Background: an optimization exercise with open tools, aiming at small area and a short achievable clock period. Do not read the settings as production practice. Only simulation tests tie the RTL to the original design; equivalence was not proved. No activity file was given, so power comes from the tool's default toggle rates.

==> flow/design.v <==
`default_nettype none
module fetch_predict
(
   input  logic        CLK,
   input  logic        nRST,
   input  logic        ihit,
   input  logic [31:0] imemload,
   input  logic        resolve_valid,
   input  logic        resolve_cond,
   input  logic        resolve_jump,
   input  logic        resolve_taken,
   input  logic        resolve_predicted,
   input  logic [31:0] resolve_pc,
   input  logic [31:0] resolve_target,
   output logic [31:0] imemaddr,
   output logic [31:0] fetch_instr,
   output logic [31:0] fetch_pc_plus_4,
   output logic        fetch_predicted,
   output logic        flush
);
   logic [3:0]  btb_valid;
   logic [27:0] btb_tag    [0:3];
   logic [31:0] btb_target [0:3];
   logic [1:0]  btb_state  [0:3];    
   logic [1:0]  fidx;
   logic        predict;
   logic [31:0] pc_plus_4;
   logic [3:0]  fhit;         
   assign fidx      = imemaddr[3:2];
   for (genvar g = 0; g < 4; g++)
   begin : g_fhit
      assign fhit[g] = (fidx == g) && btb_valid[g] && !btb_state[g][1] &&
                       (btb_tag[g] == imemaddr[31:4]);
   end
   assign predict   = |fhit;
   assign pc_plus_4 = imemaddr + 32'd4;
   logic        redirect;
   logic [31:0] redirect_addr;
   logic        fall_through;
   assign redirect     = resolve_valid && (resolve_jump || (resolve_cond && (resolve_taken != resolve_predicted)));
   assign fall_through = !resolve_jump && resolve_cond && !resolve_taken && resolve_predicted;
   assign redirect_addr = fall_through ? resolve_pc + 32'd4 : resolve_target;
   assign flush = redirect;
   logic [1:0]  ridx;
   logic        btb_write;
   logic        check_hit;
   logic [1:0]  cstate;
   logic [1:0]  step_state;
   assign ridx      = resolve_pc[3:2];
   assign btb_write = resolve_valid && resolve_cond && !resolve_jump && ihit;
   logic [3:0]  chit;
   for (genvar g = 0; g < 4; g++)
   begin : g_chit
      assign chit[g] = btb_valid[g] && (btb_tag[g] == resolve_pc[31:4]);
   end
   assign check_hit = chit[ridx];
   assign cstate    = btb_state[ridx];
   always_comb
   begin
      if (resolve_taken)
         step_state = (cstate == 2'b00) ? 2'b00 : cstate - 2'd1;
      else
         step_state = (cstate == 2'b11) ? 2'b11 : cstate + 2'd1;
   end
   for (genvar g = 0; g < 4; g++)
   begin : g_entry
      logic wr;
      assign wr = btb_write && (ridx == g);
      always_ff @(posedge CLK, negedge nRST)
      begin
         if (!nRST)
            btb_valid[g] <= 1'b0;
         else if (wr)
            btb_valid[g] <= 1'b1;
      end
      always_ff @(posedge CLK)
      begin
         if (wr)
         begin
            btb_tag[g]   <= resolve_pc[31:4];
            btb_state[g] <= chit[g] ? step_state : 2'b00;
            if (!chit[g])
               btb_target[g] <= resolve_target;
         end
      end
   end
   always_ff @(posedge CLK, negedge nRST)
   begin
      if (!nRST)
         imemaddr <= 32'd0;
      else if (redirect)
         imemaddr <= redirect_addr;
      else if (ihit)
         imemaddr <= predict ? btb_target[fidx] : pc_plus_4;
   end
   always_ff @(posedge CLK, negedge nRST)
   begin
      if (!nRST)
      begin
         fetch_instr     <= 32'd0;
         fetch_pc_plus_4 <= 32'd0;
         fetch_predicted <= 1'b0;
      end
      else if (redirect)
      begin
         fetch_instr     <= 32'd0;
         fetch_pc_plus_4 <= 32'd0;
         fetch_predicted <= 1'b0;
      end
      else if (ihit)
      begin
         fetch_instr     <= imemload;
         fetch_pc_plus_4 <= pc_plus_4;
         fetch_predicted <= predict;
      end
   end
endmodule
`default_nettype wire
clock: 4.3 ns
lec_check: 0
cap_margin: 20
core_margin: 2
core_utilization: 62
setup_slack_margin: 1.8
slew_margin: 20
standard.sh (not shown) runs the stock make flow with config.mk's settings and CLKGATE_MAP_FILE= SYNTH_SCRIPT=/design/flow/synth_recipe.tcl, a recipe that flattens the netlist after the stock synthesis.
==> flow/flow/run.sh <==
#!/bin/bash
# Standard layout, with plain buf_2 cells as the port buffers instead of
# the delay buffers buffer_ports picks by default. Every port still gets
# its own buffer.
set -euo pipefail
export BUFFER_PORTS_ARGS="-buffer_cell sky130_fd_sc_hd__buf_2"
bash standard.sh > standard.log 2>&1
Edit:
--- a/flow/design.v
+++ b/flow/design.v
@@ -90,29 +90,39 @@
          imemaddr <= 32'd0;
       else if (redirect)
          imemaddr <= redirect_addr;
       else if (ihit)
          imemaddr <= predict ? btb_target[fidx] : pc_plus_4;
    end
+   logic        fetch_valid;
+   logic [31:0] fetch_instr_q;
+   logic [31:0] fetch_pc4_q;
    always_ff @(posedge CLK, negedge nRST)
    begin
       if (!nRST)
       begin
-         fetch_instr     <= 32'd0;
-         fetch_pc_plus_4 <= 32'd0;
+         fetch_valid     <= 1'b0;
          fetch_predicted <= 1'b0;
       end
       else if (redirect)
       begin
-         fetch_instr     <= 32'd0;
-         fetch_pc_plus_4 <= 32'd0;
+         fetch_valid     <= 1'b0;
          fetch_predicted <= 1'b0;
       end
       else if (ihit)
       begin
-         fetch_instr     <= imemload;
-         fetch_pc_plus_4 <= pc_plus_4;
+         fetch_valid     <= 1'b1;
          fetch_predicted <= predict;
       end
    end
+   always_ff @(posedge CLK)
+   begin
+      if (ihit)
+      begin
+         fetch_instr_q <= imemload;
+         fetch_pc4_q   <= pc_plus_4;
+      end
+   end
+   assign fetch_instr     = fetch_instr_q & {32{fetch_valid}};
+   assign fetch_pc_plus_4 = fetch_pc4_q   & {32{fetch_valid}};
 endmodule
 `default_nettype wire
What happened: Synthesized area came out lower slightly. First-iteration DRC count came out lower by about a fifth. Core utilization came out lower by 0.15 points. Design area came out lower slightly. Sequential cell count came out higher by 1. Power came out higher slightly. Routed wire length came out lower by a few percent. Cell count came out lower slightly. Non-clock buffer count came out higher by 12. Die area came out lower slightly. Clock power came out lower slightly. Synthesized cell count came out lower by a few percent. Critical path depth came out lower by 2. Sequential power hardly moves.

* * *

fetch_predict, a different RTL version from the one above (not shown whole).
Size: ~350 flip-flops, roughly 17000 um2 of cells after synthesis.
==> module fetch_predict, before the edit <==
module fetch_predict
(
   input  logic        CLK,
   input  logic        nRST,
   input  logic        ihit,
   input  logic [31:0] imemload,
   input  logic        resolve_valid,
   input  logic        resolve_cond,
   input  logic        resolve_jump,
   input  logic        resolve_taken,
   input  logic        resolve_predicted,
   input  logic [31:0] resolve_pc,
   input  logic [31:0] resolve_target,
   output logic [31:0] imemaddr,
   output logic [31:0] fetch_instr,
   output logic [31:0] fetch_pc_plus_4,
   output logic        fetch_predicted,
   output logic        flush
);
   logic [3:0]  btb_valid;
   logic [27:0] btb_tag    [0:3];
   logic [31:0] btb_target [0:3];
   logic [1:0]  btb_state  [0:3];    
   logic [1:0]  fidx;
   logic        predict;
   logic [3:0]  fhit;         
   assign fidx      = imemaddr[3:2];
   for (genvar g = 0; g < 4; g++)
   begin : g_fhit
      assign fhit[g] = (fidx == g) && btb_valid[g] && !btb_state[g][1] &&
                       (btb_tag[g] == imemaddr[31:4]);
   end
   assign predict   = |fhit;
   logic [31:0] pc_step;
   assign pc_step = imemaddr + {29'd0, ihit, 2'b00};
   logic        redirect;
   logic        fall_through;
   assign redirect     = resolve_valid && (resolve_jump || (resolve_cond && (resolve_taken != resolve_predicted)));
   assign fall_through = !resolve_jump && resolve_cond && !resolve_taken && resolve_predicted;
   assign flush = redirect;
   logic        to_target;
   logic        to_fall;
   assign to_target = resolve_valid && (resolve_jump || (resolve_cond && resolve_taken && !resolve_predicted));
   assign to_fall   = resolve_valid && fall_through;
   logic [1:0]  ridx;
   logic        btb_write;
   logic        check_hit;
   logic [1:0]  cstate;
   logic [1:0]  step_state;
   assign ridx      = resolve_pc[3:2];
   assign btb_write = resolve_valid && resolve_cond && !resolve_jump && ihit;
   logic [3:0]  chit;
   for (genvar g = 0; g < 4; g++)
   begin : g_chit
      assign chit[g] = btb_valid[g] && (btb_tag[g] == resolve_pc[31:4]);
   end
   assign check_hit = chit[ridx];
   assign cstate    = btb_state[ridx];
   always_comb
   begin
      if (resolve_taken)
         step_state = (cstate == 2'b00) ? 2'b00 : cstate - 2'd1;
      else
         step_state = (cstate == 2'b11) ? 2'b11 : cstate + 2'd1;
   end
   for (genvar g = 0; g < 4; g++)
   begin : g_entry
      logic wr;
      assign wr = btb_write && (ridx == g);
      always_ff @(posedge CLK, negedge nRST)
      begin
         if (!nRST)
            btb_valid[g] <= 1'b0;
         else if (wr)
            btb_valid[g] <= 1'b1;
      end
      always_ff @(posedge CLK)
      begin
         if (wr)
         begin
            btb_tag[g]   <= resolve_pc[31:4];
            btb_state[g] <= chit[g] ? step_state : 2'b00;
            if (!chit[g])
               btb_target[g] <= resolve_target;
         end
      end
   end
   always_ff @(posedge CLK, negedge nRST)
   begin
      if (!nRST)
         imemaddr <= 32'd0;
      else if (to_target)
         imemaddr <= resolve_target;
      else if (to_fall)
         imemaddr <= resolve_pc + 32'd4;
      else if (predict && ihit)
         imemaddr <= btb_target[fidx];
      else
         imemaddr <= pc_step;    
   end
   logic        fetch_valid;
   logic [31:0] fetch_instr_q;
   logic [31:0] fetch_pc4_q;
   always_ff @(posedge CLK, negedge nRST)
   begin
      if (!nRST)
      begin
         fetch_valid     <= 1'b0;
         fetch_predicted <= 1'b0;
      end
      else if (redirect)
      begin
         fetch_valid     <= 1'b0;
         fetch_predicted <= 1'b0;
      end
      else if (ihit)
      begin
         fetch_valid     <= 1'b1;
         fetch_predicted <= predict;
      end
   end
   always_ff @(posedge CLK)
   begin
      if (ihit)
      begin
         fetch_instr_q <= imemload;
         fetch_pc4_q   <= pc_step;     
      end
   end
   assign fetch_instr     = fetch_instr_q & {32{fetch_valid}};
   assign fetch_pc_plus_4 = fetch_pc4_q   & {32{fetch_valid}};
endmodule
Settings: LEC_CHECK=0, CAP_MARGIN=20, CORE_MARGIN=2, CORE_UTILIZATION=55, CTS_CLUSTER_DIAMETER=80, CTS_CLUSTER_SIZE=24, SETUP_SLACK_MARGIN=1.8, SLEW_MARGIN=20; clock period 4.3 ns.
==> flow/flow/run.sh <==
#!/bin/bash
# Standard layout, with two changes to how it is made:
#  - plain buf_2 cells as the port buffers instead of the delay buffers
#    buffer_ports picks by default (every port still gets its own buffer);
#  - the resizer may swap a cell for any other size of the same function,
#    not only ones with the same footprint (placement is legalised after
#    every repair step).
set -euo pipefail
export BUFFER_PORTS_ARGS="-buffer_cell sky130_fd_sc_hd__buf_2"
bash standard.sh MATCH_CELL_FOOTPRINT=0 finish > standard.log 2>&1
Change:
--- a/flow/design.v
+++ b/flow/design.v
@@ -36,12 +36,10 @@
    assign pc_step = imemaddr + {29'd0, ihit, 2'b00};
    logic        redirect;
+   logic [31:0] redirect_addr;
    logic        fall_through;
    assign redirect     = resolve_valid && (resolve_jump || (resolve_cond && (resolve_taken != resolve_predicted)));
    assign fall_through = !resolve_jump && resolve_cond && !resolve_taken && resolve_predicted;
+   assign redirect_addr = fall_through ? resolve_pc + 32'd4 : resolve_target;
    assign flush = redirect;
-   logic        to_target;
-   logic        to_fall;
-   assign to_target = resolve_valid && (resolve_jump || (resolve_cond && resolve_taken && !resolve_predicted));
-   assign to_fall   = resolve_valid && fall_through;
    logic [1:0]  ridx;
    logic        btb_write;
@@ -91,8 +89,6 @@
       if (!nRST)
          imemaddr <= 32'd0;
-      else if (to_target)
-         imemaddr <= resolve_target;
-      else if (to_fall)
-         imemaddr <= resolve_pc + 32'd4;
+      else if (redirect)
+         imemaddr <= redirect_addr;
       else if (predict && ihit)
          imemaddr <= btb_target[fidx];
Result: Clock skew climbs by 0.0065 ns; utilization shrinks by 2.4 points; global-route usage goes down by 2.0 points; routed wire length went down by 4.9%; first-iteration DRC count came out lower by 16%; sequential share of layout area grows by 0.72 points.

[separate check: timing with driven ports]
No port has a modelled driver above. Below, the same layouts with a new extraction and two added sets of constraints. Step 1 assumes that a clkbuf_16 drives the clock port and a buf_2 every other input. Step 2 also shifts input and output timing later by t, the mid clock arrival at the registers, as if the neighbouring blocks saw the same clock. Three values: ideal, step 1, step 2; two values: the first two.
run | t, ns | slack for setup (ns) | latest minus earliest clock arrival (ns)
the first run of note 1 | 0.587 | 1.752 / 1.752 / 1.247 | 0.040 / 0.039
the second run of note 1 | 0.573 | 1.762 / 1.724 / 1.202 | 0.022 / 0.021
the first run of note 2 | 0.572 | 1.639 / 1.601 / 1.279 | 0.020 / 0.020
the second run of note 2 | 0.578 | 1.818 / 1.771 / 1.303 | 0.024 / 0.024
After both steps setup and hold are still met in every run listed. The setup slack of the second run of note 1, which loses most, moves by -0.038 ns with the drivers and by -0.560 ns with both steps.
